From an optimization exercise on the open Yosys and OpenROAD flow, aimed at small area; shortcuts taken in it are not production practice. The RTL was checked by simulation tests, not by an equivalence proof against the original design. No activity file was given, so power comes from the tool's default toggle rates.

$ cat config.mk
export PLATFORM = sky130hd
export DESIGN_NAME = prefetcher_top
export DESIGN_NICKNAME = prefetcher_top
export VERILOG_FILES = /design/flow/design.v
export SDC_FILE = /design/flow/constraint.sdc
export NUM_CORES = 4
export LEC_CHECK = 0
export CAP_MARGIN = 20
export CORE_MARGIN = 2
export CORE_UTILIZATION = 40
export SLEW_MARGIN = 20
$ cat constraint.sdc
create_clock -name core_clock -period 6.0 [get_ports {clk}]
set_input_delay 1.2000 -clock core_clock [delete_from_list [all_inputs] [get_ports {clk}]]
set_output_delay 1.2000 -clock core_clock [all_outputs]
set_load 0.01 [all_outputs]
$ cat design.v
`timescale 1ns/10ps
package prefetch_pkg;
	localparam int WORD_W = 32;
	localparam int NUM_REGS = 16;
	localparam int REG_IDX_W = 4;
	typedef logic [WORD_W-1:0] word_t;
	typedef logic [REG_IDX_W-1:0] reg_idx_t;
	localparam reg_idx_t SP_REG = 4'd13;
	localparam reg_idx_t FP_REG = 4'd11;
	localparam reg_idx_t SL_REG = 4'd10;
	localparam word_t OFS_ROW_CNT = 32'd4;
	localparam word_t OFS_ROW_PTR = 32'd8;
	localparam word_t OFS_ARG = 32'd16;
	localparam word_t OFS_REMAIN = 32'd20;
	localparam word_t OFS_COLIDX = 32'd4;
	localparam word_t OFS_ROWPTR = 32'd8;
	localparam word_t OFS_LIMIT = 32'd16;
	typedef enum logic [3:0] {
		ST_IDLE = 4'd0,
		ST_SETUP = 4'd1,
		ST_ROW_START = 4'd2,
		ST_INNER = 4'd3,
		ST_ROW_END = 4'd4,
		ST_NEXT_ROW = 4'd5,
		ST_COUNT_DOWN = 4'd6,
		ST_DONE = 4'd7
	} slice_state_e;
	typedef logic [2:0] step_t;
endpackage
`timescale 1ns/10ps
`timescale 1ns/10ps
`timescale 1ns/10ps
`timescale 1ns/10ps
module prefetcher_top (
	input  logic                       clk,
	input  logic                       reset,
	input  logic                       trigger_i,
	input  logic                       wait_cache_i,
	input  logic                       wait_stbuf_i,
	input  logic                       cache_ready_i,
	input  logic                       stbuf_ready_i,
	input  prefetch_pkg::word_t        cache_data_i,
	input  prefetch_pkg::word_t        stbuf_data_i,
	output logic                       cache_req_o,
	output prefetch_pkg::word_t        cache_addr_o,
	output logic                       stbuf_req_o,
	output prefetch_pkg::word_t        stbuf_addr_o,
	output prefetch_pkg::word_t        wr_addr_o,
	output prefetch_pkg::word_t        wr_data_o,
	output prefetch_pkg::slice_state_e state_o
);
	logic [2:0]  state_q;
	logic [5:0]  step_q;    
	logic [31:0] caddr_q, cdata_q, sdata_q, wdata_q;
	logic        creq_q, sreq_q;
	logic [1:0]  saddr_q, waddr_q;    
	logic [31:0] ra, rb, rc, rd;
	logic        ne_q;                
	logic stall, go;
	assign stall = wait_cache_i | wait_stbuf_i;
	assign go = ~stall;
	logic st_idle, su0, su1, su2, su3, su4, rs0, rs1, rs2;
	logic in0, in1, in2, in3, in4, in5, re0, re1, re2, nr0, nr1, cd0, cd1, st_done;
	always_comb begin
		st_idle = state_q == 3'd0;
		su0 = state_q == 3'd1 && step_q[0];
		su1 = state_q == 3'd1 && step_q[1];
		su2 = state_q == 3'd1 && step_q[2];
		su3 = state_q == 3'd1 && step_q[3];
		su4 = state_q == 3'd1 && step_q[4];
		rs0 = state_q == 3'd2 && step_q[0];
		rs1 = state_q == 3'd2 && step_q[1];
		rs2 = state_q == 3'd2 && step_q[2];
		in0 = state_q == 3'd3 && step_q[0];
		in1 = state_q == 3'd3 && step_q[1];
		in2 = state_q == 3'd3 && step_q[2];
		in3 = state_q == 3'd3 && step_q[3];
		in4 = state_q == 3'd3 && step_q[4];
		in5 = state_q == 3'd3 && step_q[5];
		re0 = state_q == 3'd4 && step_q[0];
		re1 = state_q == 3'd4 && step_q[1];
		re2 = state_q == 3'd4 && step_q[2];
		nr0 = state_q == 3'd5 && step_q[0];
		nr1 = state_q == 3'd5 && step_q[1];
		cd0 = state_q == 3'd6 && step_q[0];
		cd1 = state_q == 3'd6 && step_q[1];
		st_done = state_q == 3'd7;
	end
	logic        cmp;
	logic [31:0] x, y, sum;
	logic        cin, cout;
	assign cmp = in5 | re2 | nr1;
	assign x = ({32{rs0 | rs1}} & rd)
		| ({32{in1 | su3 | cd0}} & ra)
		| ({32{in3 | in5 | re2 | nr0}} & rb)
		| ({32{in4 | nr1}} & rc)
		| ({32{re1 | cd1}} & sdata_q);
	assign y = ({32{rs0 | rs1 | in1}} & {rb[29:0], 2'b00})
		| ({32{cmp}} & ~cdata_q)
		| ({32{cd0}} & ~wdata_q)
		| {{29{cd1}}, nr0 | cd1, rs1 | cd1, rs1 | cd1};
	assign cin = rs1 | in3 | re1 | cmp;
	logic [31:0] hp, gg, pp;
	always_comb begin
		hp = x ^ y;
		gg = x & y;
		pp = hp;
		gg[0] = gg[0] | (hp[0] & cin);
		for (int l = 0; l < 5; l++)
			for (int i = 0; i < 32; i++)
				if ((i + 1) % (2 << l) == 0) begin
					gg[i] = gg[i] | (pp[i] & gg[i - (1 << l)]);
					pp[i] = pp[i] & pp[i - (1 << l)];
				end
		for (int l = 3; l >= 0; l--)
			for (int i = 0; i < 32; i++)
				if ((i + 1) % (2 << l) == (1 << l) && i >= (2 << l)) begin
					gg[i] = gg[i] | (pp[i] & gg[i - (1 << l)]);
					pp[i] = pp[i] & pp[i - (1 << l)];
				end
	end
	assign sum = hp ^ {gg[30:0], cin};
	assign cout = gg[31];
	logic [31:0] cinc;
	logic [29:0] ic;
	logic [31:0] pa;
	always_comb begin
		pa = {3'b000, cdata_q[31:3]};
		for (int l = 0; l < 5; l++)
			for (int i = 0; i < 32; i++)
				if ((i + 1) % (2 << l) == 0)
					pa[i] = pa[i] & pa[i - (1 << l)];
		for (int l = 3; l >= 0; l--)
			for (int i = 0; i < 32; i++)
				if ((i + 1) % (2 << l) == (1 << l) && i >= (2 << l))
					pa[i] = pa[i] & pa[i - (1 << l)];
		ic[0] = re1;
		for (int i = 0; i < 29; i++) ic[i + 1] = re1 & pa[i];
	end
	assign cinc = {cdata_q[31:3] ^ ic[28:0], cdata_q[2:0]};
	logic        cld;
	logic [31:0] cla;
	assign cld = su0 | su1 | su2 | su3 | rs0 | rs1 | in1 | in2 | in3 | in4 | re0 | re1 | nr0;
	assign cla = ({32{su1 | su2 | re1}} & cinc)
		| ({32{rs0 | in1 | in4 | nr0}} & sum)
		| ({32{in2}} & {cdata_q[29:0], 2'b10})
		| {27'd0, in3 | su0 | re0, su3 | su0 | re0, rs1 | su0 | re0, 1'b0, su0 | re0};
	logic       sld;
	logic [1:0] sla;
	assign sld = re0 | nr0 | cd0;
	assign sla = {nr0 | cd0, re0 | cd0};
	logic cissue, sissue;
	assign cissue = cld & go;
	assign sissue = sld & go;
	always_ff @(posedge clk) begin
		if (reset) begin
			creq_q <= 1'b0;
			caddr_q <= '0;
			cdata_q <= '0;
		end else if (wait_cache_i) begin
			creq_q <= 1'b0;
			if (cache_ready_i) cdata_q <= cache_data_i;
		end else if (cissue) begin
			creq_q <= 1'b1;
			caddr_q <= cla;
		end
	end
	always_ff @(posedge clk) begin
		if (reset) begin
			sreq_q <= 1'b0;
			saddr_q <= '0;
			sdata_q <= '0;
		end else if (wait_stbuf_i) begin
			sreq_q <= 1'b0;
			if (stbuf_ready_i) sdata_q <= stbuf_data_i;
		end else if (sissue) begin
			sreq_q <= 1'b1;
			saddr_q <= sla;
		end
	end
	logic [2:0] state_d;
	logic [5:0] step_d;
	always_comb begin
		state_d = state_q;
		step_d = {step_q[4:0], 1'b0};
		if (st_idle) begin
			step_d = 6'd1;
			if (trigger_i) state_d = 3'd1;
		end
		if (su4 | nr1 | re2 | in5 | cd1) step_d = 6'd1;
		if (su4) state_d = 3'd2;
		if (rs2) begin
			state_d = 3'd3;
			step_d = 6'd2;
		end
		if (in5 & cout) state_d = 3'd4;
		if (re2) state_d = cout ? 3'd6 : 3'd5;
		if (nr1) state_d = cout ? 3'd2 : 3'd6;
		if (cd1) state_d = ne_q ? 3'd1 : 3'd7;
		if (st_done) step_d = step_q;
	end
	logic        wen;
	logic [31:0] wd;
	logic [1:0]  wa;
	assign wen = su2 | su3 | re2 | nr1 | cd1;
	assign wd = ({32{su3 | cd1}} & sum) | ({32{re2}} & rb) | ({32{nr1}} & sdata_q);
	assign wa = {su3 | nr1 | cd1, su2 | re2 | cd1};
	always_ff @(posedge clk) begin
		if (reset) begin
			state_q <= 3'd0;
			step_q <= 6'd1;
			waddr_q <= 2'd0;
			wdata_q <= '0;
		end else if (go) begin
			state_q <= state_d;
			step_q <= step_d;
			if (wen) begin
				waddr_q <= wa;
				wdata_q <= wd;
			end
		end
	end
	always_ff @(posedge clk) begin
		if (go) begin
			if (su2 | rs2 | re2) ra <= cdata_q;
			if (su3 | rs1 | nr1 | in3 | re1)
				rb <= ({32{su3 | rs1 | nr1}} & cdata_q) | ({32{in3 | re1}} & sum);
			if (rs1 | in4 | (in5 & ~cout))
				rc <= ({32{rs1}} & sum) | ({32{in4}} & cdata_q) | ({32{in5}} & caddr_q);
			if (su4) rd <= cdata_q;
			if (cd0) ne_q <= ~&hp;    
		end
	end
	assign cache_req_o = creq_q;
	assign cache_addr_o = caddr_q;
	assign stbuf_req_o = sreq_q;
	assign stbuf_addr_o = {26'd0, saddr_q == 2'd3, saddr_q == 2'd1 || saddr_q == 2'd2, 1'b0, saddr_q == 2'd2, 1'b0, saddr_q != 2'd0};
	assign wr_addr_o = {26'd0, waddr_q == 2'd3, waddr_q == 2'd1 || waddr_q == 2'd2, 1'b0, waddr_q == 2'd2, 1'b0, waddr_q != 2'd0};
	assign wr_data_o = wdata_q;
	assign state_o = prefetch_pkg::slice_state_e'({1'b0, state_q});
endmodule
$ cat flow/run.sh
#!/bin/bash
# Own layout flow: the standard ORFS flow (standard synthesis, floorplan,
# power grid and tap cells unchanged) with smaller helper cells:
#  - port buffers use sky130_fd_sc_hd__buf_1 instead of clkdlybuf4s50_1,
#  - clock tree synthesis uses small clock buffers and no dummy loads,
#  - after global routing, gates with setup slack to spare are downsized
#    (ORFS's power recovery, which here mostly shrinks cells) and slew and
#    capacitance limits are repaired again afterwards (flow/post_grt.tcl),
#  - the synthesized netlist's single tie cell is kept (no per-load tie copies).
# Every tool's full output goes to flow.log in the work folder (ORFS's own
# per-step logs stay under orfs/logs).
set -euo pipefail
cd "$(dirname "$0")/.."
export BUFFER_PORTS_ARGS="-buffer_cell sky130_fd_sc_hd__buf_1"
export CTS_ARGS="-sink_clustering_enable -repair_clock_nets -dont_use_dummy_load -buf_list sky130_fd_sc_hd__clkbuf_8 -sink_clustering_size 16 -sink_clustering_max_diameter 80"
export SKIP_REPAIR_TIE_FANOUT=1
export RECOVER_POWER=100
export POST_GLOBAL_ROUTE_TCL="$PWD/flow/post_grt.tcl"
bash standard.sh finish > flow.log 2>&1
$ cat flow/post_grt.tcl
# Runs at the end of ORFS's global route step, after its power recovery
# (RECOVER_POWER), which downsizes cells on paths with setup slack to spare
# but can leave nets over their slew or capacitance limits. Repair those
# limits again, re-legalize, re-route the changed nets and rewrite the guides.
puts "post global route: repair slew and capacitance after power recovery"
global_route -start_incremental
repair_design_helper
detailed_placement
global_route -end_incremental
estimate_parasitics -global_routing
report_check_types -max_slew -max_capacitance -violators
report_worst_slack -max
report_design_area
write_guides $::env(RESULTS_DIR)/route.guide
$ cat standard.sh
#!/bin/bash
# synth_recipe.tcl (not shown) runs the flow's synth.tcl, then flattens the netlist and writes it again
# the make line also repeats each setting of config.mk as NAME=value (left out here)
make -C /OpenROAD-flow-scripts/flow DESIGN_CONFIG=/design/flow/config.mk WORK_HOME=/design/flow/orfs CLKGATE_MAP_FILE= SYNTH_SCRIPT=/design/flow/synth_recipe.tcl "${@:-finish}"
==> reports/metrics.yaml, run 1 <==
drive_above_1_share_pct: 5.38
worst_pin_slew_ns: 1.21
finalHoldViolations: 0
synth_enable_flop_cells: 129
hold_path_depth: 2
post-synth-top-area-cell: "sky130_fd_sc_hd__edfxtp_1"
critical-path-top-delay-family: "compound AO/OA/AOI/OAI gates"
power.share.combinational_pct: 4.8
mappedNetlistNets: 1783
report.final.slew_viol_count: 0
worstSetupStartpointType: "flop"
diodes: 0
drc: 0
setup_total_negative_slack_ns: 0
crit_path_end_kind: "flop"
root_buffer: "sky130_fd_sc_hd__clkbuf_8"
final_cell_mix: "sky130_fd_sc_hd__nand2_1, sky130_fd_sc_hd__buf_1, sky130_fd_sc_hd__dfxtp_1, sky130_fd_sc_hd__a21oi_1, sky130_fd_sc_hd__edfxtp_1"
clock-skew-final_ns: 0.0601
global_route.overflow_total: 0
p_clk_share_pct: 30.7
finalWorstPathRequiredPeriod_ns: 5.44
detailedPlacementHpwl_um: 35200
cts_buffer_count: 22
first_global_vias: 13100
cts_resized: 0
detail-route-antenna-nets: 0
worstSetupPathDepth: 18
worst_path_max_delay_cell: "sky130_fd_sc_hd__clkbuf_1"
post_dr_vias_cell: 6.20
synth_sequential_area_ratio_pct: 45.4
clock_tree.buffer_depth: 3
multi_input_gate_area_in_the_final_layout_mm2: 0.00702
area_growth_pct: 6.54
postSynthCellCount: 1656
largest_net_degree_at_the_start_of_global_routing: 66
netSwitchingFraction_pct: 25.0
tritoncts: "done"
pwr-share-seq_pct: 64.5
depth_of_the_cts_h_tree: 1
setup_viol_count_final: 0
initialDrtViolationCount: 1606
design.die.area_mm2: 0.0387
grt_util_all_layers_pct: 27.6
required_ns: 6.51
design_power_total_uw: 3110
antenna_found_initial: 0
floorplan.die.height_um: 197
finish.net_count: 1801
power.leakage_uw: 0.00548
synthFlopType: "sky130_fd_sc_hd__dfxtp_1"
switching_power_uw: 778
num_vias: 13300
cap_violations: 0
hold_path.class: "flop to flop"
initial_utilization_pct: 40.5
run_status: "no timing/DRC/antenna violations"
first_pass_grt_wire_length_um: 81300
yosys_register_bits: 272
yosys_warnings: 1
hold_buffers: 0
clock_sinks: 272
placeableCoreArea_mm2: 0.0366
critical_path_class: "flop to flop"
port-buffer-count: 147
num-fill-cells: 3648
die_x_um: 197
p_int_uw: 2330
synth_top_cells_by_area: "sky130_fd_sc_hd__edfxtp_1, sky130_fd_sc_hd__dfxtp_1, sky130_fd_sc_hd__nand2_1, sky130_fd_sc_hd__a21oi_1, sky130_fd_sc_hd__o21ai_0"
fp-row-count: 70
clk_pin_slew_worst_paths_ns: 0.11
max_clock_freq_mhz: 184
power-per-cell-area_mw_per_mm2: 197
worstPathBufferInverterCount: 2
final_area_mm2: 0.0158
drt_wl_total_um: 53800
mostFrequentLayoutCell: "sky130_fd_sc_hd__nand2_1"
asyncSetResetFlopFracSynth_pct: 0
placed_cell_area_mm2: 0.0154
critical_path_peak_fanout: 16
yosys.area.top_type_share_pct: 26.1
yosysUniqueCellTypes: 63
slew_headroom_pct: 19.0
worst-endpoint-arrival_ns: 5.95
drtPass1Iterations: 6
slowest_delay_ns: 0.59
crit_chain: "clkbuf_1 > nand3_1 > nand3_1 > clkbuf_2 > nand2_1 > nand3_1 > ha_1 > a21oi_1 > a21oi_1 > or3_1 > a21oi_1 > o21bai_1 > a2111oi_0 > nor3_1 > fa_1 > xor2_1 > a222oi_1 > a211oi_1"
timing.reg2reg.worst_path_depth: 18
pin_count: 205
insertion_delay_ns: 0.60
fin_crit_sh_pct: 90.7
avgSynthCellArea_um2: 8.96
syn_area_mm2: 0.0148
vdd_ir_drop_max_mv: 0.126
layout.area.seq_mm2: 0.00674
cts_setup_buffers: 0
globalplace.congestion: 0.929
avgRoutedWirePerCell_um: 25.1
[registers in the layout, summed over array words and instances (netlist names), 3 cells and up]
signal and count:
rd 32, rb 32, state_q 3, step_q 6, sdata_q 32, rc 32, wdata_q 32, cdata_q 32
caddr_q 32, ra 32
[power groups by stage]
stage | Combinational, uW | Sequential (uW) | Clock, uW
after CTS | 148 | 2000 | 969
final | 148 | 2000 | 954
after detailed placement | 147 | 2050 | 0
after floorplan | 133 | 2010 | 0
after global placement | 145 | 2050 | 0
[worst paths after layout]
| kind | slack [ns] | startpoint | endpoint |
|---|---|---|---|
| min | 0.50 | sdata_q[24] | sdata_q[24] |
| min reg2reg | 0.50 | sdata_q[24] | sdata_q[24] |
| max | 0.56 | state_q[0] | wdata_q[23] |
| max reg2reg | 0.56 | state_q[0] | wdata_q[23] |
[through the flow]
step                      std cells  util, %  setup slack, ns  hold WS [ns]
after floorplan                1656        -            0.949         0.420
after global placement         2112     42.0            0.623         0.478
after detailed placement       2112     42.0            0.501         0.482
after CTS                      2134     42.8            0.430         0.496
final                          2140     43.2            0.556         0.497
[routing by layer]
layer / track usage [%] / up-vias / part of all wire (%)
met4: 8.91 / 0 / 3.2
met3: 4.77 / 106 / 8.3
li1: - / 5993 / -
met5: 0.128 / - / 0
met1: 37.1 / 6494 / 42
met2: 45.2 / 677 / 46
[kinds of logic (layout without fill, tap and decap cells)]
group                      count (synthesis)  after routing  synth area share, %
DFF                                      272            272                 45.4
AOI/OAI and AO/OA                        511            511                 23.1
other                                      1              1               0.0253
muxes                                      5              5                0.346
adders and majority gates                 56             56                 5.58
xor gates and xnor gates                  43             43                 2.54
and+or+nand+nor                          525            525                 15.2
buffers and inverters                    243            259                 7.78
[tightest hold or removal path, delay by kind of cell (launching register included)]
family,cells,cell delay (ns)
and+or+nand+nor,1,0.06
DFF,1,0.35
AOI/OAI and AO/OA,1,0.05
[layout make-up]
cell class | count | share of cell area [%]
sequential | 272 | 42.6
clock buffer | 22 | 1.92
inverter | 41 | 0.973
tap | 468 | 3.70
timing repair buffer | 196 | 6.41
multi-input combinational | 1141 | 44.4
[synthesized netlist by cell type, types with 5 or more instances]
cell,n
sky130_fd_sc_hd__a211oi_1,47
sky130_fd_sc_hd__a21o_1,6
sky130_fd_sc_hd__a21oi_1,137
sky130_fd_sc_hd__a221o_1,13
sky130_fd_sc_hd__a221oi_1,26
sky130_fd_sc_hd__a222oi_1,52
sky130_fd_sc_hd__a22o_1,19
sky130_fd_sc_hd__a22oi_1,52
sky130_fd_sc_hd__a31oi_1,5
sky130_fd_sc_hd__and2_1,9
sky130_fd_sc_hd__and3_1,8
sky130_fd_sc_hd__buf_1,13
sky130_fd_sc_hd__buf_2,13
sky130_fd_sc_hd__buf_4,58
sky130_fd_sc_hd__clkbuf_1,116
sky130_fd_sc_hd__dfxtp_1,143
sky130_fd_sc_hd__edfxtp_1,129
sky130_fd_sc_hd__fa_1,17
sky130_fd_sc_hd__ha_1,39
sky130_fd_sc_hd__inv_1,41
sky130_fd_sc_hd__nand2_1,299
sky130_fd_sc_hd__nand2b_1,10
sky130_fd_sc_hd__nand3_1,37
sky130_fd_sc_hd__nand4_1,10
sky130_fd_sc_hd__nor2_1,108
sky130_fd_sc_hd__nor2b_1,6
sky130_fd_sc_hd__nor3_1,14
sky130_fd_sc_hd__o211ai_1,5
sky130_fd_sc_hd__o21ai_0,121
sky130_fd_sc_hd__or3_1,6
sky130_fd_sc_hd__xnor2_1,24
sky130_fd_sc_hd__xor2_1,19
==> inputs of run 2 (changes only) <==
--- a/config.mk
+++ b/config.mk
@@ -7,5 +7,5 @@
 export LEC_CHECK = 0
-export CAP_MARGIN = 20
+export CAP_MARGIN = 10
 export CORE_MARGIN = 2
-export CORE_UTILIZATION = 40
-export SLEW_MARGIN = 20
+export CORE_UTILIZATION = 65
+export SLEW_MARGIN = 10
==> run 2 against run 1 <==
Net effect:
- clock power fell by 5.5%
- power shrank 1.9%
- synthesized cell count did not move
- wire length decreased by 8.8%
- non-clock buffer count decreased by 11
- register-to-register slack got worse by 0.18 ns
- area after synthesis unchanged
- critical path depth rose by 1
- still clean on timing, DRC and antenna
- flip-flop and latch count unchanged
- critical path type unchanged
==> reports/metrics.yaml, run 2 <==
clk_pin_slew_worst_paths_ns: 0.11  # about the same
root_buffer: "sky130_fd_sc_hd__clkbuf_8"
num-fill-cells: 1904  # -48%
synthFlopType: "sky130_fd_sc_hd__dfxtp_1"
synth_top_cells_by_area: "sky130_fd_sc_hd__edfxtp_1, sky130_fd_sc_hd__dfxtp_1, sky130_fd_sc_hd__nand2_1, sky130_fd_sc_hd__a21oi_1, sky130_fd_sc_hd__o21ai_0"
postSynthCellCount: 1656  # unchanged
insertion_delay_ns: 0.58  # -0.02 ns
area_growth_pct: 3.97
pwr-share-seq_pct: 65.8  # +1.3 points
critical_path_peak_fanout: 31  # +15
finalWorstPathRequiredPeriod_ns: 5.62  # +0.176 ns
asyncSetResetFlopFracSynth_pct: 0  # unchanged
p_clk_share_pct: 29.6  # -1.1 points
antenna_found_initial: 0  # unchanged
initial_utilization_pct: 65.9  # +25 points
die_x_um: 155  # -21%
avgRoutedWirePerCell_um: 25.3  # +0.43%
finalHoldViolations: 0  # unchanged
crit_chain: "buf_4 > nor2b_1 > and3_1 > or2_2 > buf_4 > a222oi_1 > nand3_1 > ha_1 > nand4_1 > nor4_2 > o31ai_1 > and3_1 > o21ai_1 > a21o_1 > a21oi_1 > fa_1 > xnor2_2 > a222oi_1 > a211oi_1"
post_dr_vias_cell: 7.00  # +13%
clock_tree.buffer_depth: 3  # unchanged
power.share.combinational_pct: 4.6  # -0.2 points
required_ns: 6.49  # -0.02 ns
first_pass_grt_wire_length_um: 75000  # -7.8%
num_vias: 13600  # +2.5%
top_count_cell_post_synth: "sky130_fd_sc_hd__nand2_1"
report.final.slew_viol_count: 0  # unchanged
synth_sequential_area_ratio_pct: 45.4  # unchanged
max_clock_freq_mhz: 178  # -3.1%
crit_path_end_kind: "flop"
cts_buffer_count: 20  # -9.1%
port-buffer-count: 147  # unchanged
initialDrtViolationCount: 1788  # +11%
power-per-cell-area_mw_per_mm2: 198  # +0.51%
globalplace.congestion: 0.994  # +7.0%
setup_total_negative_slack_ns: 0  # unchanged
critical-path-top-delay-family: "simple AND/OR/NAND/NOR gates"
synth_enable_flop_cells: 129  # unchanged
critical_path_class: "flop to flop"
setup_viol_count_final: 0  # unchanged
design.die.area_mm2: 0.0241  # -38%
worst-endpoint-arrival_ns: 6.11  # +0.16 ns
drc: 0  # unchanged
post-synth-top-area-cell: "sky130_fd_sc_hd__edfxtp_1"
syn_area_mm2: 0.0148  # unchanged
vdd_ir_drop_max_mv: 0.172  # +37%
drive_above_1_share_pct: 4.64  # -0.74 points
first_global_vias: 13100  # -0.48%
depth_of_the_cts_h_tree: 1  # unchanged
fp-row-count: 55  # -21%
hold_buffers: 0  # unchanged
worstPathBufferInverterCount: 2  # unchanged
run_status: "no timing/DRC/antenna violations"
p_int_uw: 2300  # -1.3%
most_frequent_cells_after_synthesis: "sky130_fd_sc_hd__nand2_1, sky130_fd_sc_hd__dfxtp_1, sky130_fd_sc_hd__a21oi_1"
detailedPlacementHpwl_um: 30800  # -13%
detail-route-antenna-nets: 0  # unchanged
cts_setup_buffers: 0  # unchanged
drt_wl_total_um: 49100  # -8.8%
mostFrequentLayoutCell: "sky130_fd_sc_hd__nand2_1"
tritoncts: "done"
yosys_register_bits: 272  # unchanged
slowest_delay_ns: 0.48  # -0.11 ns
avgSynthCellArea_um2: 8.96  # unchanged
grt_util_all_layers_pct: 40.3  # +13 points
placeableCoreArea_mm2: 0.0225  # -39%
final_cell_mix: "sky130_fd_sc_hd__nand2_1, sky130_fd_sc_hd__buf_1, sky130_fd_sc_hd__dfxtp_1, sky130_fd_sc_hd__a21oi_1, sky130_fd_sc_hd__edfxtp_1"
fin_crit_sh_pct: 93.7  # +2.9 points
yosys_warnings: 1  # unchanged
cap_violations: 0  # unchanged
yosysUniqueCellTypes: 63  # unchanged
hold_path.class: "flop to flop"
global_route.overflow_total: 0  # unchanged
yosys.area.top_type_share_pct: 26.1  # unchanged
floorplan.die.height_um: 155  # -21%
clock-skew-final_ns: 0.0430  # -0.0171 ns
switching_power_uw: 749  # -3.7%
worst_pin_slew_ns: 1.36  # +0.146 ns
diodes: 0  # unchanged
worst_path_max_delay_cell: "sky130_fd_sc_hd__fa_1"
finalHoldWorstSlack_ns: 0.485  # -0.0116 ns
clock_sinks: 272  # unchanged
mappedNetlistNets: 1783  # unchanged
slew_headroom_pct: 9.14  # -9.8 points
worstSetupStartpointType: "flop"
pin_count: 205  # unchanged
power.leakage_uw: 0.00541  # -1.4%
largest_net_degree_at_the_start_of_global_routing: 66  # unchanged
netSwitchingFraction_pct: 24.6  # -0.47 points
drtPass1Iterations: 9  # +3
cts_resized: 0  # unchanged
finish.net_count: 1788  # -0.72%
run 2: cell count changes in the layout (fill, tap and decap cells not counted), sizes merged:
cell	delta
inv	+1
buf	-11
clkbuf	-2
clkinv	-1
run 2: layer usage:
layer / wire length [um] / vias to the layer above / track usage (%)
met5: 0 / - / 0
li1: - / 5952 / -
met1: 18200 / 6389 / 52.9
met3: 6490 / 206 / 9.50
met4: 2450 / 0 / 19.1
met2: 21900 / 1057 / 63.6
run 2: power by group through the flow:
stage	clock network [uW]	logic (uW)	registers, uW
floorplan	0	133	2010
global placement	0	137	2040
detailed placement	0	140	2040
CTS	896	140	2000
finish	902	141	2000
run 2: worst paths after layout:
check        cells after the start       start     endpoint  slack, ns
max                             19  state_q[1]  wdata_q[31]       0.38
min                              2  sdata_q[2]   sdata_q[2]       0.49
max reg2reg                     19  state_q[1]  wdata_q[31]       0.38
min reg2reg                      2  sdata_q[2]   sdata_q[2]       0.49
run 2: logic make-up (layout without fill, tap and decap cells):
logic type,count (synthesis),after routing,share of synthesized area (%)
XOR/XNOR,43,43,2.54
other,1,1,0.0253
flip-flops,272,272,45.4
adder cells (fa/ha/maj),56,56,5.58
multiplexers,5,5,0.346
buffers and inverters,243,246,7.78
AND/OR/NAND/NOR,525,525,15.2
AO/OA/AOI/OAI,511,511,23.1
run 2: area by class of cell:
| cell class | instances | area, um2 | share of cell area [%] |
|---|---|---|---|
| Tap cell | 285 | 357 | 2.31 |
| Multi-Input combinational cell | 1141 | 7040 | 45.6 |
| Timing Repair Buffer | 185 | 866 | 5.61 |
| Clock buffer | 20 | 275 | 1.78 |
| Inverter | 41 | 154 | 0.998 |
| Sequential cell | 272 | 6740 | 43.7 |
run 2: stage by stage:
| step | power [uW] | setup WS, ns | cells | utilization (%) | instance area [um2] |
|---|---|---|---|---|---|
| 6_report | 3050 | 0.379 | 1944 | 68.6 | 15400 |
| 3_3_place_gp | 2180 | 0.474 | 1921 | 67.0 | 15100 |
| 3_5_place_dp | 2180 | 0.212 | 1921 | 67.0 | 15100 |
| 2_1_floorplan | 2150 | 0.949 | 1656 | - | 14800 |
| 4_1_cts | 3040 | 0.169 | 1941 | 68.2 | 15400 |
run 2: tightest hold or removal path, stage by stage (launching register included):
cell                      delay, ns
sky130_fd_sc_hd__dfxtp_1       0.34
sky130_fd_sc_hd__nand2_1       0.06
sky130_fd_sc_hd__a21oi_1       0.05
==> inputs of run 3 (changes only) <==
--- a/flow/run.sh
+++ b/flow/run.sh
@@ -5,6 +5,5 @@
 #  - clock tree synthesis uses small clock buffers and no dummy loads,
-#  - after global routing, gates with setup slack to spare are downsized
-#    (ORFS's power recovery, which here mostly shrinks cells) and slew and
-#    capacitance limits are repaired again afterwards (flow/post_grt.tcl),
 #  - the synthesized netlist's single tie cell is kept (no per-load tie copies).
+# Synthesis is the standard flow's (synth_recipe.tcl) with only ABC's script replaced by
+# the area-oriented flow/area.abc (flow/abc_override.tcl).
 # Every tool's full output goes to flow.log in the work folder (ORFS's own
@@ -16,4 +15,4 @@
 export SKIP_REPAIR_TIE_FANOUT=1
-export RECOVER_POWER=100
-export POST_GLOBAL_ROUTE_TCL="$PWD/flow/post_grt.tcl"
-bash standard.sh finish > flow.log 2>&1
+export AREA_ABC_SCRIPT="$PWD/flow/area.abc"
+{ head -n 1 synth_recipe.tcl; cat flow/abc_override.tcl; tail -n +2 synth_recipe.tcl; } > area_synth.tcl
+bash standard.sh SYNTH_SCRIPT="$PWD/area_synth.tcl" finish > flow.log 2>&1
==> flow/abc_override.tcl (new file) <==
# Sourced into the synthesis script right after the standard flow's first line: ORFS's
# synthesis runs unchanged (same flip-flop mapping and names) except that
# ABC maps the logic with the area-oriented script flow/area.abc.
proc abc {args} {
  set i [lsearch -exact $args -script]
  if {$i >= 0} {
    set args [lreplace $args [expr {$i + 1}] [expr {$i + 1}] $::env(AREA_ABC_SCRIPT)]
  }
  yosys abc {*}$args
}
==> flow/area.abc (new file) <==
strash
&get -n
&st
&synch2
&nf
&put
buffer -c
topo
stime -c
upsize -c
dnsize -c
--- a/config.mk
+++ b/config.mk
@@ -7,5 +7,5 @@
 export LEC_CHECK = 0
-export CAP_MARGIN = 10
+export CAP_MARGIN = 20
 export CORE_MARGIN = 2
-export CORE_UTILIZATION = 65
-export SLEW_MARGIN = 10
+export CORE_UTILIZATION = 40
+export SLEW_MARGIN = 20
removed: flow/post_grt.tcl
==> run 3 against run 2 <==
Net effect:
- sequential power barely moved
- worst hold slack got worse by 0.0031 ns
- clock power rose by 2.5%
- count of clock-buffer cells in the layout rose by 1
- largest power group unchanged
==> reports/metrics.yaml, run 3 <==
clock_tree.buffer_depth: 3  # unchanged
num-fill-cells: 3642  # +91%
placed_cells_incl_taps: 2061  # +7.3%
multi_input_gate_area_in_the_final_layout_mm2: 0.00678  # -3.7%
design_power_total_uw: 3070  # +0.86%
post_dr_vias_cell: 6.22  # -11%
antenna_found_initial: 0  # unchanged
critical_path_peak_fanout: 20  # -35%
slowest_delay_ns: 0.50  # +0.02 ns
worstSetupStartpointType: "flop"
most_frequent_cells_after_synthesis: "sky130_fd_sc_hd__nand2_1, sky130_fd_sc_hd__dfxtp_1, sky130_fd_sc_hd__a21oi_1"
worst_pin_slew_ns: 1.11  # -0.246 ns
worstSetupPathDepth: 19  # unchanged
finalHoldViolations: 0  # unchanged
report.final.slew_viol_count: 0  # unchanged
initialDrtViolationCount: 1771  # -0.95%
avgSynthCellArea_um2: 9.11  # +1.7%
area_growth_pct: 5.62
asyncSetResetFlopFracSynth_pct: 0  # unchanged
cts_resized: 0  # unchanged
required_ns: 6.45  # -0.04 ns
finalWorstPathRequiredPeriod_ns: 5.49  # -0.126 ns
switching_power_uw: 759  # +1.4%
worst_path_most_repeated_cell: "sky130_fd_sc_hd__fa_1"
cap_violations: 0  # unchanged
insertion_delay_ns: 0.58  # about the same
pin_count: 205  # unchanged
root_buffer: "sky130_fd_sc_hd__clkbuf_8"
drtPass1Iterations: 7  # -2
initial_utilization_pct: 40.3  # -26 points
worst_path_max_delay_cell: "sky130_fd_sc_hd__dfxtp_2"
hold_buffers: 0  # unchanged
first_global_vias: 12600  # -3.6%
design.die.area_mm2: 0.0381  # +58%
yosys.area.top_type_share_pct: 26.5  # +0.39 points
avgRoutedWirePerCell_um: 24.6  # -2.6%
p_clk_share_pct: 30.1  # +0.5 points
worstPathBufferInverterCount: 1  # -1
synthFlopType: "sky130_fd_sc_hd__dfxtp_1"
syn_area_mm2: 0.0146  # -1.5%
placeableCoreArea_mm2: 0.0363  # +61%
diodes: 0  # unchanged
synth_top_cells_by_area: "sky130_fd_sc_hd__edfxtp_1, sky130_fd_sc_hd__dfxtp_1, sky130_fd_sc_hd__nand2_1, sky130_fd_sc_hd__a21oi_1, sky130_fd_sc_hd__a222oi_1"
slew_headroom_pct: 25.6  # +16 points
detail-route-antenna-nets: 0  # unchanged
largest_net_degree_at_the_start_of_global_routing: 81  # +23%
critical_path_class: "flop to flop"
drive_above_1_share_pct: 5.51  # +0.87 points
max_clock_freq_mhz: 182  # +2.3%
vdd_ir_drop_max_mv: 0.140  # -19%
layout.area.seq_mm2: 0.00674  # about the same
mappedNetlistNets: 1731  # -2.9%
drc: 0  # unchanged
timing.reg2reg.worst_path_depth: 19  # unchanged
pwr-share-seq_pct: 65.3  # -0.5 points
yosysUniqueCellTypes: 68  # +7.9%
grt_setup_unrepaired: "false"
yosys_warnings: 1  # unchanged
detailedPlacementHpwl_um: 32800  # +6.5%
p_int_uw: 2310  # +0.70%
depth_of_the_cts_h_tree: 1  # unchanged
hold_path_depth: 2  # unchanged
netSwitchingFraction_pct: 24.7  # +0.13 points
hold_path.class: "flop to flop"
worst-endpoint-arrival_ns: 5.95  # -0.16 ns
power.leakage_uw: 0.00503  # -7.0%
yosys_register_bits: 272  # unchanged
port-buffer-count: 147  # unchanged
clock-skew-final_ns: 0.0413  # -0.00166 ns
clock_sinks: 272  # unchanged
num_vias: 12900  # -4.8%
tritoncts: "done"
power.share.combinational_pct: 4.6  # about the same
final_cell_mix: "sky130_fd_sc_hd__nand2_1, sky130_fd_sc_hd__buf_1, sky130_fd_sc_hd__dfxtp_1, sky130_fd_sc_hd__a21oi_1, sky130_fd_sc_hd__edfxtp_1"
power-per-cell-area_mw_per_mm2: 199  # +0.79%
postSynthCellCount: 1604  # -3.1%
finish.net_count: 1743  # -2.5%
synth_sequential_area_ratio_pct: 46.1  # +0.68 points
first_pass_grt_wire_length_um: 77200  # +2.9%
drt_wl_total_um: 51200  # +4.4%
global_route.overflow_total: 0  # unchanged
top_count_cell_post_synth: "sky130_fd_sc_hd__nand2_1"
die_x_um: 195  # +26%
grt_util_all_layers_pct: 26.5  # -14 points
cts_setup_buffers: 0  # unchanged
setup_total_negative_slack_ns: 0  # unchanged
crit_chain: "nand2_1 > nor2_1 > and2_1 > nor3_2 > buf_4 > and3_1 > fa_1 > fa_1 > nand3b_1 > a21oi_1 > o21ai_0 > nand2_1 > a21oi_1 > o21bai_1 > a31oi_1 > fa_1 > xnor2_1 > a222oi_1 > a211oi_1"
setup_viol_count_final: 0  # unchanged
post-synth-top-area-cell: "sky130_fd_sc_hd__edfxtp_1"
globalplace.congestion: 0.944  # -5.0%
run_status: "no timing/DRC/antenna violations"
post_layout_nonfiller_instances: 2082  # +7.1%
fp-row-count: 70  # +27%
crit_path_end_kind: "flop"
floorplan.die.height_um: 195  # +26%
critical-path-top-delay-family: "compound AO/OA/AOI/OAI gates"
clk_pin_slew_worst_paths_ns: 0.11  # about the same
synth_enable_flop_cells: 129  # unchanged
mostFrequentLayoutCell: "sky130_fd_sc_hd__nand2_1"
fin_crit_sh_pct: 91.6  # -2.1 points
cts_buffer_count: 21  # +5.0%
==> run 3: cell count changes in the layout (fill, tap and decap cells not counted), sizes merged, moves of 9 or more <==
cell	change
o21ai	-21
nand3	+11
a211oi	+20
nand2	-11
a221oi	-9
a222oi	+14
a221o	-13
a22oi	-20
==> run 3: kinds of logic after synthesis <==
group                      count (synthesis)  share of synthesized area [%]
xor gates and xnor gates                  39                           2.34
adders and majority gates                 56                           5.67
other                                      1                         0.0257
DFF                                      272                           46.1
and+or+nand+nor                          524                           15.8
buffers and inverters                    235                           8.05
AOI/OAI and AO/OA                        477                           22.0
==> run 3: final cells by class <==
class	count	share of cell area (%)
clock buffers	21	1.87
inverters	40	0.973
multi-input cells	1097	43.9
flip-flops and latches	272	43.6
well taps	468	3.79
repair buffers	184	5.82
==> run 3: routing by layer <==
layer | GRT usage [%] | share of wire (%)
met4 | 9.61 | 3.8
met1 | 35.7 | 40
met5 | 0 | 0
met2 | 43.3 | 46
met3 | 3.83 | 9.7
==> run 3: worst min-delay path, cell delays in order (launching register included) <==
cell and delay, ns:
sky130_fd_sc_hd__dfxtp_1 0.32, sky130_fd_sc_hd__inv_1 0.05, sky130_fd_sc_hd__a211oi_1 0.06
==> run 3: worst paths after layout <==
path                    from  slack [ns]     endpoint
setup / recovery  state_q[1]        0.51  wdata_q[31]
hold / removal        sreq_q        0.48       sreq_q
setup reg to reg  state_q[1]        0.51  wdata_q[31]
hold reg to reg       sreq_q        0.48       sreq_q
==> run 3: power by group through the flow <==
| stage | clock, uW | combinational (uW) | sequential [uW] |
|---|---|---|---|
| floorplan | 0 | 134 | 2020 |
| global placement | 0 | 139 | 2050 |
| detailed placement | 0 | 142 | 2050 |
| CTS | 941 | 142 | 2010 |
| global route | 1000 | 159 | 2010 |
| finish | 925 | 140 | 2010 |
==> run 3: through the flow <==
| step | utilization (%) | setup slack, ns | cell area (um2) | hold slack, ns |
|---|---|---|---|---|
| final | 42.6 | 0.505 | 15400 | 0.482 |
| after global routing | 42.6 | 0.0720 | 15400 | 0.520 |
| after CTS | 42.6 | 0.416 | 15400 | 0.491 |
| after detailed placement | 41.8 | 0.519 | 15100 | 0.474 |
| after global placement | 41.6 | 0.756 | 15100 | 0.450 |
| after floorplan | - | 0.753 | 14600 | 0.420 |
==> inputs of run 4 (changes only) <==
==> flow/area.abc (replaced) <==
strash
&get -n
&st
&synch2
&nf
&st
&synch2
&nf
&put
topo
==> run 4 against run 3 <==
Net effect:
- sequential share of layout area up 0.20 points
- critical endpoint is now caddr_q[30]
- synthesized cell count decreased by 8.8%
- first-iteration DRC count is 10% higher
- die area down 4.6%
- sequential power is essentially flat
- global-route usage up 1.4 points
- still clean on timing, DRC and antenna
- utilization up 2.1 points
- cell count fell by 0.48%
- non-clock buffer count increased by 5
- via count down 0.73%
- worst hold slack lost 0.021 ns
- combinational power barely moved
==> reports/metrics.yaml, run 4 <==
worstPathBufferInverterCount: 3  # +2
netSwitchingFraction_pct: 24.9  # +0.16 points
globalplace.congestion: 0.890  # -5.7%
power-per-cell-area_mw_per_mm2: 201  # +1.2%
run_status: "no timing/DRC/antenna violations"
vdd_ir_drop_max_mv: 0.127  # -9.2%
root_buffer: "sky130_fd_sc_hd__clkbuf_8"
postSynthCellCount: 1463  # -8.8%
most_frequent_cells_after_synthesis: "sky130_fd_sc_hd__nand2_1, sky130_fd_sc_hd__dfxtp_1, sky130_fd_sc_hd__edfxtp_1"
synthFlopType: "sky130_fd_sc_hd__dfxtp_1"
report.final.slew_viol_count: 0  # unchanged
crit_chain: "nand2_1 > nor2_1 > buf_4 > and2_2 > or2_2 > buf_4 > a222oi_1 > nand3_1 > ha_1 > nor2b_1 > o21ai_0 > a21oi_1 > o21bai_1 > a21oi_1 > nor2_1 > clkinv_1 > a21oi_1 > o21ai_1 > a31oi_1 > fa_1 > nor2_1 > a221oi_1 > a211oi_1"
critical_path_class: "flop to flop"
finalWorstPathRequiredPeriod_ns: 5.45  # -0.0434 ns
critical-path-top-delay-family: "compound AO/OA/AOI/OAI gates"
worst_path_max_delay_cell: "sky130_fd_sc_hd__fa_1"
first_global_vias: 12300  # -2.6%
hp-start: "sreq_q"
worstHoldEndpoint: "sreq_q"
drt_wl_total_um: 51000  # -0.51%
worstSetupStartpointType: "flop"
worst_pin_slew_ns: 1.19  # +0.0758 ns
detailedPlacementHpwl_um: 31700  # -3.3%
hold_buffers: 0  # unchanged
clock_sinks: 272  # unchanged
largest_net_degree_at_the_start_of_global_routing: 144  # +78%
pwr-share-seq_pct: 64.7  # -0.6 points
syn_area_mm2: 0.0139  # -4.7%
num_vias: 12900  # -0.73%
insertion_delay_ns: 0.60  # +0.02 ns
drtPass1Iterations: 8  # +1
grt_setup_unrepaired: "false"
yosys_register_bits: 272  # unchanged
initialDrtViolationCount: 1948  # +10%
synth_top_cells_by_area: "sky130_fd_sc_hd__edfxtp_1, sky130_fd_sc_hd__dfxtp_1, sky130_fd_sc_hd__nand2_1, sky130_fd_sc_hd__a222oi_1, sky130_fd_sc_hd__a21oi_1"
final_cell_mix: "sky130_fd_sc_hd__nand2_1, sky130_fd_sc_hd__buf_1, sky130_fd_sc_hd__dfxtp_1, sky130_fd_sc_hd__edfxtp_1, sky130_fd_sc_hd__a21oi_1"
drive_above_1_share_pct: 5.38  # -0.13 points
cts_buffer_count: 22  # +4.8%
yosysUniqueCellTypes: 42  # -38%
fin_crit_sh_pct: 90.9  # -0.72 points
avgRoutedWirePerCell_um: 24.6  # about the same
worst-endpoint-arrival_ns: 5.95  # about the same
drc: 0  # unchanged
yosys.area.top_type_share_pct: 27.8  # +1.3 points
hold_path.class: "flop to flop"
mappedNetlistNets: 1590  # -8.1%
required_ns: 6.50  # +0.05 ns
finish.net_count: 1746  # +0.17%
clock-skew-final_ns: 0.0961  # +0.0548 ns
detail-route-antenna-nets: 0  # unchanged
switching_power_uw: 770  # +1.4%
fp-row-count: 68  # -2.9%
power.share.combinational_pct: 4.6  # about the same
cap_violations: 0  # unchanged
r2r-end: "caddr_q[30]"
hold_path_depth: 2  # unchanged
finalHoldViolations: 0  # unchanged
grt_util_all_layers_pct: 27.8  # +1.4 points
slowest_delay_ns: 0.50  # about the same
antenna_found_initial: 0  # unchanged
max_clock_freq_mhz: 183  # +0.80%
p_int_uw: 2330  # +0.56%
pin_count: 205  # unchanged
post-synth-top-area-cell: "sky130_fd_sc_hd__edfxtp_1"
initial_utilization_pct: 40.5  # +0.20 points
yosys_warnings: 1  # unchanged
area_growth_pct: 10.4
r2r-start: "state_q[1]"
clock_tree.buffer_depth: 3  # unchanged
slew_headroom_pct: 20.7  # -4.9 points
crit_path_end_kind: "flop"
worstSetupPathDepth: 23  # +4
synth_enable_flop_cells: 129  # unchanged
post_dr_vias_cell: 6.20  # -0.25%
mostFrequentLayoutCell: "sky130_fd_sc_hd__nand2_1"
placeableCoreArea_mm2: 0.0344  # -5.2%
design.die.area_mm2: 0.0363  # -4.6%
timing.reg2reg.worst_path_depth: 23  # +4
asyncSetResetFlopFracSynth_pct: 0  # unchanged
clk_pin_slew_worst_paths_ns: 0.11  # about the same
depth_of_the_cts_h_tree: 1  # unchanged
floorplan.die.height_um: 191  # -2.3%
global_route.overflow_total: 0  # unchanged
tritoncts: "done"
setup_viol_count_final: 0  # unchanged
first_pass_grt_wire_length_um: 76500  # -0.83%
critical_path_peak_fanout: 16  # -20%
top_count_cell_post_synth: "sky130_fd_sc_hd__nand2_1"
diodes: 0  # unchanged
die_x_um: 191  # -2.3%
synth_sequential_area_ratio_pct: 48.4  # +2.3 points
avgSynthCellArea_um2: 9.52  # +4.4%
setup_total_negative_slack_ns: 0  # unchanged
power.leakage_uw: 0.00522  # +3.7%
reg2reg_setup_slack_ns: 0.55  # +0.04 ns
p_clk_share_pct: 30.7  # +0.6 points
port-buffer-count: 147  # unchanged
postLayoutCoreUtil_pct: 44.7  # +2.1 points
==> run 4: changes by cell type in the layout (fill, tap and decap cells not counted), moves of 6 or more <==
cell,change
sky130_fd_sc_hd__o22ai_1,-6
sky130_fd_sc_hd__clkinv_1,+48
sky130_fd_sc_hd__inv_1,-39
sky130_fd_sc_hd__a21oi_1,-12
sky130_fd_sc_hd__and2_1,-9
sky130_fd_sc_hd__buf_4,+7
sky130_fd_sc_hd__a222oi_1,+6
sky130_fd_sc_hd__xnor2_1,+8
sky130_fd_sc_hd__a221oi_1,+9
sky130_fd_sc_hd__a21o_1,+11
==> run 4: layout make-up <==
class,count,area [um2]
Tap cell,455,569
Multi-Input combinational cell,1086,6680
Fill cell,3424,19000
Clock buffer,22,303
Inverter,48,180
Timing Repair Buffer,189,896
Sequential cell,272,6740
==> run 4: through the flow <==
stage / total power, uW / instance area [um2] / hold WS (ns) / std cells / setup slack (ns)
finish: 3100 / 15400 / 0.461 / 2072 / 0.549
global route: 3180 / 15400 / 0.495 / 2072 / 0.00954
CTS: 3100 / 15400 / 0.463 / 2072 / 0.213
detailed placement: 2190 / 15100 / 0.441 / 2050 / 0.292
global placement: 2180 / 15000 / 0.443 / 2050 / 0.398
floorplan: 2130 / 13900 / 0.442 / 1463 / 0.0132
==> run 4: per-layer routing <==
layer  track usage (%)  routed length (um)  up-vias
met4              8.50                1540        0
met2              42.8               22400      806
li1                  -                   -     5793
met5                 0                   0        -
met3              5.47                5710       97
met1              39.4               21300     6156
==> run 4: timing repair <==
action                                  in CTS  in global routing
endpoints found under the setup margin       0                 23
setup buffers                                0                  0
gates resized for setup                      0                  4
==> run 4: cell families after synthesis <==
kind of cell / share of synthesized area, %
and+or+nand+nor: 15.3
DFF: 48.4
other: 0.0269
xor gates and xnor gates: 2.77
AOI/OAI and AO/OA: 23.2
adders and majority gates: 5.95
buffers and inverters: 4.37
==> run 4: how the worst max path moves through the flow <==
stage,start,end,slack [ns]
after CTS,state_q[1],wdata_q[31],0.21
after global placement,state_q[1],wdata_q[31],0.40
after floorplan,state_q[2],wdata_q[31],0.01
after detailed placement,state_q[1],wdata_q[31],0.29
after global routing,state_q[1],caddr_q[30],0.01
final,state_q[1],caddr_q[30],0.55
==> run 4: power groups by stage <==
stage | Sequential [uW] | Combinational, uW | Clock (uW)
after floorplan | 2030 | 99.4 | 0
after global placement | 2050 | 139 | 0
after detailed placement | 2050 | 142 | 0
after CTS | 2000 | 142 | 959
after global routing | 2010 | 158 | 1020
final | 2000 | 142 | 951
==> run 4: worst reg2reg max path, delay by kind of cell, from the launching register on <==
kind | cells | cell delay [ns]
compound gates | 10 | 2.27
fa+ha+maj | 2 | 0.81
buf+inv | 3 | 0.52
flops | 1 | 0.43
simple gates | 8 | 1.39
==> inputs of run 5 (changes only) <==
==> flow/area.abc (replaced) <==
strash
&get -n
&st
&synch2
&nf
&put
topo
==> run 5 against run 4 <==
Net effect:
- flip-flop and latch count did not move
- sequential share of layout area fell by 0.10 points
- register-to-register slack lost 0.17 ns
- utilization increased by 0.087 points
- non-clock buffer count grew 9
==> reports/metrics.yaml, run 5 <==
run_status: "no timing/DRC/antenna violations"
cts_buffer_count: 23  # +4.5%
timing.reg2reg.worst_path_depth: 20  # -13%
first_pass_grt_wire_length_um: 79200  # +3.5%
port-buffer-count: 147  # unchanged
post_dr_vias_cell: 6.22  # +0.28%
clk_pin_slew_worst_paths_ns: 0.11  # about the same
die_x_um: 191  # about the same
cap_violations: 0  # unchanged
hold_path.class: "flop to flop"
worst-endpoint-arrival_ns: 6.16  # +0.21 ns
detail-route-antenna-nets: 0  # unchanged
avgRoutedWirePerCell_um: 25.6  # +3.9%
clock_sinks: 272  # unchanged
finalWorstPathRequiredPeriod_ns: 5.62  # +0.173 ns
finish.net_count: 1759  # +0.74%
hold_buffers: 0  # unchanged
yosys_warnings: 1  # unchanged
floorplan.die.height_um: 191  # about the same
insertion_delay_ns: 0.61  # about the same
cts_resized: 0  # unchanged
pre_cts_ws_ns: 0.459  # +0.167 ns
placeableCoreArea_mm2: 0.0344  # unchanged
switching_power_uw: 779  # +1.2%
avgSynthCellArea_um2: 9.49  # -0.25%
yosys.area.top_type_share_pct: 27.8  # about the same
setup_viol_count_final: 0  # unchanged
pin_count: 205  # unchanged
final.setup.worst_slack_ns: 0.376  # -0.173 ns
slew_headroom_pct: 20.7  # -0.028 points
power.share.combinational_pct: 4.6  # about the same
power-per-cell-area_mw_per_mm2: 203  # +0.64%
first_global_vias: 12600  # +2.8%
post_layout_nonfiller_instances: 2085  # +0.63%
detailedPlacementHpwl_um: 33100  # +4.4%
grt_util_all_layers_pct: 29.0  # +1.2 points
critical_path_class: "flop to flop"
syn_area_mm2: 0.0139  # about the same
postSynthCellCount: 1466  # +0.21%
reg2reg_setup_slack_ns: 0.38  # -0.17 ns
globalplace.congestion: 0.943  # +6.0%
report.final.slew_viol_count: 0  # unchanged
final_area_mm2: 0.0154  # +0.20%
most_frequent_cells_after_synthesis: "sky130_fd_sc_hd__nand2_1, sky130_fd_sc_hd__dfxtp_1, sky130_fd_sc_hd__a21oi_1"
largest_net_degree_at_the_start_of_global_routing: 88  # -39%
drive_above_1_share_pct: 5.21  # -0.17 points
wl_met2_um: 24700  # +10%
synth_sequential_area_ratio_pct: 48.4  # about the same
synth_top_cells_by_area: "sky130_fd_sc_hd__edfxtp_1, sky130_fd_sc_hd__dfxtp_1, sky130_fd_sc_hd__nand2_1, sky130_fd_sc_hd__a21oi_1, sky130_fd_sc_hd__a222oi_1"
grt_setup_unrepaired: "false"
placed_cell_area_mm2: 0.0151  # +0.22%
r2r-end: "caddr_q[31]"
design_power_total_uw: 3120  # +0.83%
wl_met1_um: 21100  # -1.2%
p_clk_share_pct: 31.2  # +0.5 points
synth_enable_flop_cells: 129  # unchanged
synthFlopType: "sky130_fd_sc_hd__dfxtp_1"
power.leakage_uw: 0.00499  # -4.3%
critical_path_peak_fanout: 16  # unchanged
clock_tree.buffer_depth: 3  # unchanged
r2r-start: "state_q[1]"
yosys_register_bits: 272  # unchanged
asyncSetResetFlopFracSynth_pct: 0  # unchanged
depth_of_the_cts_h_tree: 1  # unchanged
setup_total_negative_slack_ns: 0  # unchanged
fin_crit_sh_pct: 93.7  # +2.9 points
mappedNetlistNets: 1593  # +0.19%
num_vias: 13000  # +0.91%
worst_pin_slew_ns: 1.19  # -0.00245 ns
vdd_ir_drop_max_mv: 0.140  # +10%
drtPass1Iterations: 7  # -1
cts_setup_buffers: 0  # unchanged
fp-row-count: 68  # unchanged
mostFrequentLayoutCell: "sky130_fd_sc_hd__nand2_1"
routed-wl-met3_um: 5500  # -3.7%
finalHoldViolations: 0  # unchanged
yosysUniqueCellTypes: 50  # +19%
tritoncts: "done"
route.top_layer_used: "met4"
diodes: 0  # unchanged
p_int_uw: 2340  # +0.70%
netSwitchingFraction_pct: 25.0  # +0.096 points
max_clock_freq_mhz: 178  # -3.1%
worstSetupStartpointType: "flop"
num-fill-cells: 3418  # -0.18%
required_ns: 6.53  # +0.03 ns
root_buffer: "sky130_fd_sc_hd__clkbuf_8"
initialDrtViolationCount: 1659  # -15%
final_cell_mix: "sky130_fd_sc_hd__nand2_1, sky130_fd_sc_hd__buf_1, sky130_fd_sc_hd__dfxtp_1, sky130_fd_sc_hd__a21oi_1, sky130_fd_sc_hd__edfxtp_1"
pwr-share-seq_pct: 64.2  # -0.5 points
drt_wl_total_um: 53300  # +4.6%
initial_utilization_pct: 40.5  # about the same
hp-start: "sreq_q"
design.die.area_mm2: 0.0363  # about the same
global_route.overflow_total: 0  # unchanged
drc: 0  # unchanged
clock-skew-final_ns: 0.110  # +0.0143 ns
hold_path_depth: 2  # unchanged
worstHoldEndpoint: "sreq_q"
placed_cells_incl_taps: 2062  # +0.59%
top_count_cell_post_synth: "sky130_fd_sc_hd__nand2_1"
crit_path_end_kind: "flop"
antenna_found_initial: 0  # unchanged
area_growth_pct: 10.6
post-synth-top-area-cell: "sky130_fd_sc_hd__edfxtp_1"
==> run 5: power groups by stage <==
stage / sequential, uW / clock [uW] / combinational (uW)
global route: 2010 / 1040 / 161
CTS: 2000 / 981 / 145
detailed placement: 2050 / 0 / 145
global placement: 2050 / 0 / 142
floorplan: 2030 / 0 / 99.4
finish: 2010 / 973 / 143
==> run 5: how the worst max path moves through the flow <==
stage | start | end | slack (ns) | cells after the start
final | state_q[1] | caddr_q[31] | 0.38 | 20
after global routing | state_q[1] | wdata_q[31] | 0.04 | 20
after floorplan | state_q[1] | wdata_q[31] | 0.03 | 20
after detailed placement | state_q[1] | wdata_q[31] | 0.46 | 20
after global placement | state_q[1] | wdata_q[31] | 0.64 | 20
after CTS | state_q[1] | wdata_q[31] | 0.46 | 20
==> run 5: kinds of logic after synthesis <==
family / after synthesis / synth area share [%]
flip-flops: 272 / 48.4
buffers and inverters: 97 / 4.15
XOR/XNOR: 39 / 2.45
AO/OA/AOI/OAI: 477 / 23.0
adder cells (fa/ha/maj): 56 / 5.95
other: 1 / 0.0269
AND/OR/NAND/NOR: 524 / 16.0
==> run 5: critical path, cell delays in order, from the launching register on <==
cell and delay (ns):
sky130_fd_sc_hd__dfxtp_1 0.61, sky130_fd_sc_hd__nand2_1 0.12, sky130_fd_sc_hd__nor2_1 0.33, sky130_fd_sc_hd__and2_1 0.23, sky130_fd_sc_hd__buf_4 0.23, sky130_fd_sc_hd__nor3_2 0.08, sky130_fd_sc_hd__o221ai_1 0.24, sky130_fd_sc_hd__clkinv_1 0.14
sky130_fd_sc_hd__fa_1 0.45, sky130_fd_sc_hd__fa_1 0.49, sky130_fd_sc_hd__nand3b_1 0.20, sky130_fd_sc_hd__a21oi_1 0.22, sky130_fd_sc_hd__o21ai_0 0.14, sky130_fd_sc_hd__nand2_1 0.17, sky130_fd_sc_hd__a21oi_1 0.19, sky130_fd_sc_hd__o21bai_1 0.32
sky130_fd_sc_hd__a31oi_1 0.16, sky130_fd_sc_hd__fa_1 0.44, sky130_fd_sc_hd__xnor2_1 0.40, sky130_fd_sc_hd__a222oi_1 0.13, sky130_fd_sc_hd__a211oi_1 0.28
==> run 5: cell type report <==
class | instances | area (um2) | share of cell area, %
clock buffers | 23 | 317 | 2.06
inverters | 40 | 150 | 0.975
multi-input cells | 1097 | 6680 | 43.4
well taps | 455 | 569 | 3.70
flip-flops and latches | 272 | 6740 | 43.7
repair buffers | 198 | 945 | 6.13
==> run 5: metrics by stage <==
stage | util (%) | hold WS, ns
floorplan | - | 0.421
global placement | 43.9 | 0.440
detailed placement | 43.9 | 0.451
CTS | 44.8 | 0.470
global route | 44.8 | 0.500
finish | 44.8 | 0.475
==> run 5: per-layer routing <==
| metal | vias to the layer above | global-route usage, % |
|---|---|---|
| met5 | - | 0 |
| met4 | 0 | 10.8 |
| met3 | 130 | 4.67 |
| met2 | 773 | 47.7 |
| met1 | 6234 | 38.6 |
| li1 | 5832 | - |
==> inputs of run 6 (changes only) <==
==> flow/area.abc (replaced) <==
strash
&get -n
&st
&synch2
&nf
&st
&synch2
&nf
&put
topo
--- a/config.mk
+++ b/config.mk
@@ -7,5 +7,5 @@
 export LEC_CHECK = 0
-export CAP_MARGIN = 20
+export CAP_MARGIN = 10
 export CORE_MARGIN = 2
-export CORE_UTILIZATION = 40
-export SLEW_MARGIN = 20
+export CORE_UTILIZATION = 75
+export SLEW_MARGIN = 10
==> run 6 against run 5 <==
Net effect:
- still clean
- count of clock-buffer cells in the layout down 3
- non-clock buffer count fell by 11
- synthesized cell count fell by 0.20%
- global-route usage increased by 18 points
- utilization rose by 38 points
- register-to-register slack better by 0.06 ns
- sequential share of layout area up 1.1 points
- clock skew is 0.084 ns lower
- critical path depth up 2
- cell count decreased by 12%
- critical endpoint is now wdata_q[31]
==> reports/metrics.yaml, run 6 <==
hold_buffers: 0  # unchanged
die_x_um: 140  # -26%
multi_input_gate_area_in_the_final_layout_mm2: 0.00668  # -0.11%
worstPathBufferInverterCount: 3  # +1
power-per-cell-area_mw_per_mm2: 202  # -0.58%
first_pass_grt_wire_length_um: 72200  # -8.9%
clk_pin_slew_worst_paths_ns: 0.10  # about the same
finalHoldViolations: 0  # unchanged
setup_viol_count_final: 0  # unchanged
drtPass1Iterations: 13  # +6
drc: 0  # unchanged
yosys_warnings: 1  # unchanged
largest_net_degree_at_the_start_of_global_routing: 82  # -6.8%
first_global_vias: 13500  # +7.0%
vdd_ir_drop_max_mv: 0.215  # +54%
required_ns: 6.38  # -0.15 ns
fp-row-count: 49  # -28%
clock_sinks: 272  # unchanged
hold_path.class: "flop to flop"
globalplace.congestion: 0.979  # +3.8%
power.leakage_uw: 0.00519  # +3.9%
cap_violations: 0  # unchanged
timing.reg2reg.worst_path_depth: 22  # +10%
mappedNetlistNets: 1590  # -0.19%
worstSetupStartpointType: "flop"
hp-start: "sreq_q"
grt_util_all_layers_pct: 47.1  # +18 points
run_status: "no timing/DRC/antenna violations"
synthFlopType: "sky130_fd_sc_hd__dfxtp_1"
post_dr_vias_cell: 7.44  # +20%
insertion_delay_ns: 0.56  # -0.05 ns
crit_path_end_kind: "flop"
critical_path.startpoint: "state_q[0]"
initial_utilization_pct: 77.0  # +37 points
most_frequent_cells_after_synthesis: "sky130_fd_sc_hd__nand2_1, sky130_fd_sc_hd__dfxtp_1, sky130_fd_sc_hd__edfxtp_1"
antenna_found_initial: 0  # unchanged
post-synth-top-area-cell: "sky130_fd_sc_hd__edfxtp_1"
drive_above_1_share_pct: 5.02  # -0.19 points
synth_top_cells_by_area: "sky130_fd_sc_hd__edfxtp_1, sky130_fd_sc_hd__dfxtp_1, sky130_fd_sc_hd__nand2_1, sky130_fd_sc_hd__a222oi_1, sky130_fd_sc_hd__a21oi_1"
placeableCoreArea_mm2: 0.0181  # -47%
diodes: 0  # unchanged
syn_area_mm2: 0.0139  # about the same
design.die.area_mm2: 0.0197  # -46%
num-fill-cells: 1156  # -66%
yosysUniqueCellTypes: 42  # -16%
top_count_cell_post_synth: "sky130_fd_sc_hd__nand2_1"
detail-route-antenna-nets: 0  # unchanged
fin_crit_sh_pct: 92.8  # -0.95 points
cts_buffer_count: 20  # -13%
critical_path_peak_fanout: 19  # +3
worst_path_most_repeated_cell: "sky130_fd_sc_hd__fa_1"
clock_tree.buffer_depth: 3  # unchanged
pre_cts_ws_ns: 0.209  # -0.250 ns
worst-endpoint-arrival_ns: 5.95  # -0.21 ns
max_clock_freq_mhz: 180  # +1.0%
crit_chain: "buf_4 > nand2b_1 > o21ai_0 > nor2_2 > o221ai_1 > clkinv_1 > fa_1 > fa_1 > nor2b_1 > o21ai_0 > a21oi_1 > o21bai_1 > a21oi_1 > nor2_1 > clkinv_1 > a21oi_2 > o21ai_1 > a31oi_1 > fa_1 > xnor2_2 > a222oi_1 > a211oi_1"
drt_wl_total_um: 47300  # -11%
depth_of_the_cts_h_tree: 1  # unchanged
worst_path_max_delay_cell: "sky130_fd_sc_hd__fa_1"
hold_path_depth: 2  # unchanged
design_power_total_uw: 3030  # -3.0%
initialDrtViolationCount: 2942  # +77%
layout.area.seq_mm2: 0.00674  # about the same
finish.net_count: 1742  # -0.97%
slew_headroom_pct: 8.86  # -12 points
avgSynthCellArea_um2: 9.52  # +0.25%
area_growth_pct: 7.92
clock-skew-final_ns: 0.0261  # -0.0843 ns
pin_count: 205  # unchanged
synth_sequential_area_ratio_pct: 48.4  # about the same
grt_setup_unrepaired: "false"
critical_path_class: "flop to flop"
port-buffer-count: 147  # unchanged
slowest_delay_ns: 0.49  # -0.12 ns
final_cell_mix: "sky130_fd_sc_hd__nand2_1, sky130_fd_sc_hd__buf_1, sky130_fd_sc_hd__dfxtp_1, sky130_fd_sc_hd__edfxtp_1, sky130_fd_sc_hd__a21oi_1"
finalWorstPathRequiredPeriod_ns: 5.57  # -0.0571 ns
avgRoutedWirePerCell_um: 25.7  # +0.38%
yosys.area.top_type_share_pct: 27.8  # about the same
tritoncts: "done"
mostFrequentLayoutCell: "sky130_fd_sc_hd__nand2_1"
global_route.overflow_total: 0  # unchanged
r2r-start: "state_q[0]"
yosys_register_bits: 272  # unchanged
synth_enable_flop_cells: 129  # unchanged
num_vias: 13700  # +5.7%
critical-path-top-delay-family: "compound AO/OA/AOI/OAI gates"
asyncSetResetFlopFracSynth_pct: 0  # unchanged
root_buffer: "sky130_fd_sc_hd__clkbuf_8"
worstSetupPathDepth: 22  # +10%
postSynthCellCount: 1463  # -0.20%
setup_total_negative_slack_ns: 0  # unchanged
detailedPlacementHpwl_um: 29000  # -13%
worst_pin_slew_ns: 1.36  # +0.177 ns
final.setup.worst_slack_ns: 0.433  # +0.0571 ns
report.final.slew_viol_count: 0  # unchanged
floorplan.die.height_um: 140  # -26%
[run 6: final timing paths]
path	endpoint	slack, ns
worst max register to register	wdata_q[31]	0.43
worst max-delay path	wdata_q[31]	0.43
worst min register to register	sreq_q	0.46
worst min-delay path	sreq_q	0.46
[run 6: repair_timing]
action / 4_1_cts / 5_1_grt
buffers inserted: 0 / 0
endpoints found under the setup margin: 0 / 23
gates resized for setup: 0 / 6
[run 6: worst register-to-register path: stages, from the launching register on]
cell                       delay, ns
sky130_fd_sc_hd__dfxtp_1        0.32
sky130_fd_sc_hd__buf_4          0.20
sky130_fd_sc_hd__nand2b_1       0.21
sky130_fd_sc_hd__o21ai_0        0.29
sky130_fd_sc_hd__nor2_2         0.07
sky130_fd_sc_hd__o221ai_1       0.27
sky130_fd_sc_hd__clkinv_1       0.14
sky130_fd_sc_hd__fa_1           0.45
sky130_fd_sc_hd__fa_1           0.49
sky130_fd_sc_hd__nor2b_1        0.12
sky130_fd_sc_hd__o21ai_0        0.13
sky130_fd_sc_hd__a21oi_1        0.25
sky130_fd_sc_hd__o21bai_1       0.13
sky130_fd_sc_hd__a21oi_1        0.31
sky130_fd_sc_hd__nor2_1         0.17
sky130_fd_sc_hd__clkinv_1       0.12
sky130_fd_sc_hd__a21oi_2        0.10
sky130_fd_sc_hd__o21ai_1        0.28
sky130_fd_sc_hd__a31oi_1        0.17
sky130_fd_sc_hd__fa_1           0.48
sky130_fd_sc_hd__xnor2_2        0.20
sky130_fd_sc_hd__a222oi_1       0.37
sky130_fd_sc_hd__a211oi_1       0.14
[run 6: logic make-up (layout without fill, tap and decap cells)]
group,after synthesis,in the layout,synth area share [%]
AND/OR/NAND/NOR,514,514,15.3
AO/OA/AOI/OAI,471,471,23.2
other,1,1,0.0269
adder cells (fa/ha/maj),56,56,5.95
buffers and inverters,105,255,4.37
XOR/XNOR,44,44,2.77
flip-flops,272,272,48.4
[run 6: final cells by class]
type	count	area share [%]
repair buffers	187	5.80
inverters	48	1.20
well taps	229	1.91
clock buffers	20	1.83
multi-input cells	1086	44.4
flip-flops and latches	272	44.8
[run 6: where the power goes]
group,total (uW),switching (uW),internal [uW]
combinational,142,98.8,43.0
sequential,2000,46.5,1960
clock,886,585,301
[run 6: routing by layer]
metal,global-route usage [%],wire length [um],share of wire [%]
met5,0,0,0
met1,60.5,14900,32
met4,25.6,3400,7.2
met3,13.9,8860,19
met2,72.4,20100,43
[run 6: per-stage QoR]
stage	cells	util (%)	instance area, um2	hold slack [ns]
after floorplan	1463	-	13900	0.442
after global placement	1822	81.5	14700	0.438
after detailed placement	1822	81.5	14700	0.444
after CTS	1842	83.0	15000	0.459
after global routing	1842	83.1	15000	0.470
final	1842	83.1	15000	0.458

[afterwards: timing with drivers on the ports]
In the flow no input, the clock included, has a driving cell. The finished layouts below were timed again as built, in two steps. Step 1: set_driving_cell puts a clkbuf_16 on clk and a buf_2 on each other input, an assumption about the parent block. Step 2, shift: input delay + t, output delay - t, t = (earliest + latest rising clock arrival at the registers) / 2. This alone moves slack from input paths to output paths. Slacks: ideal / step 1 / step 2; pairs: ideal / step 1.
run	shift t [ns]	setup WS [ns]	worst setup path after step 2	worst slew at a driven data input, ns	pins driven straight from the clock port
run 1	0.616	0.556 / 0.556 / 0.556	register to register	0.04	1
run 2	0.603	0.379 / 0.379 / 0.379	register to register	0.04	1
run 3	0.607	0.505 / 0.505 / 0.505	register to register	0.05	1
run 4	0.600	0.549 / 0.549 / 0.549	register to register	0.04	1
run 5	0.603	0.376 / 0.376 / 0.376	register to register	0.04	1
run 6	0.595	0.433 / 0.433 / 0.433	register to register	0.06	1
After both steps setup and hold are still met in every run listed.
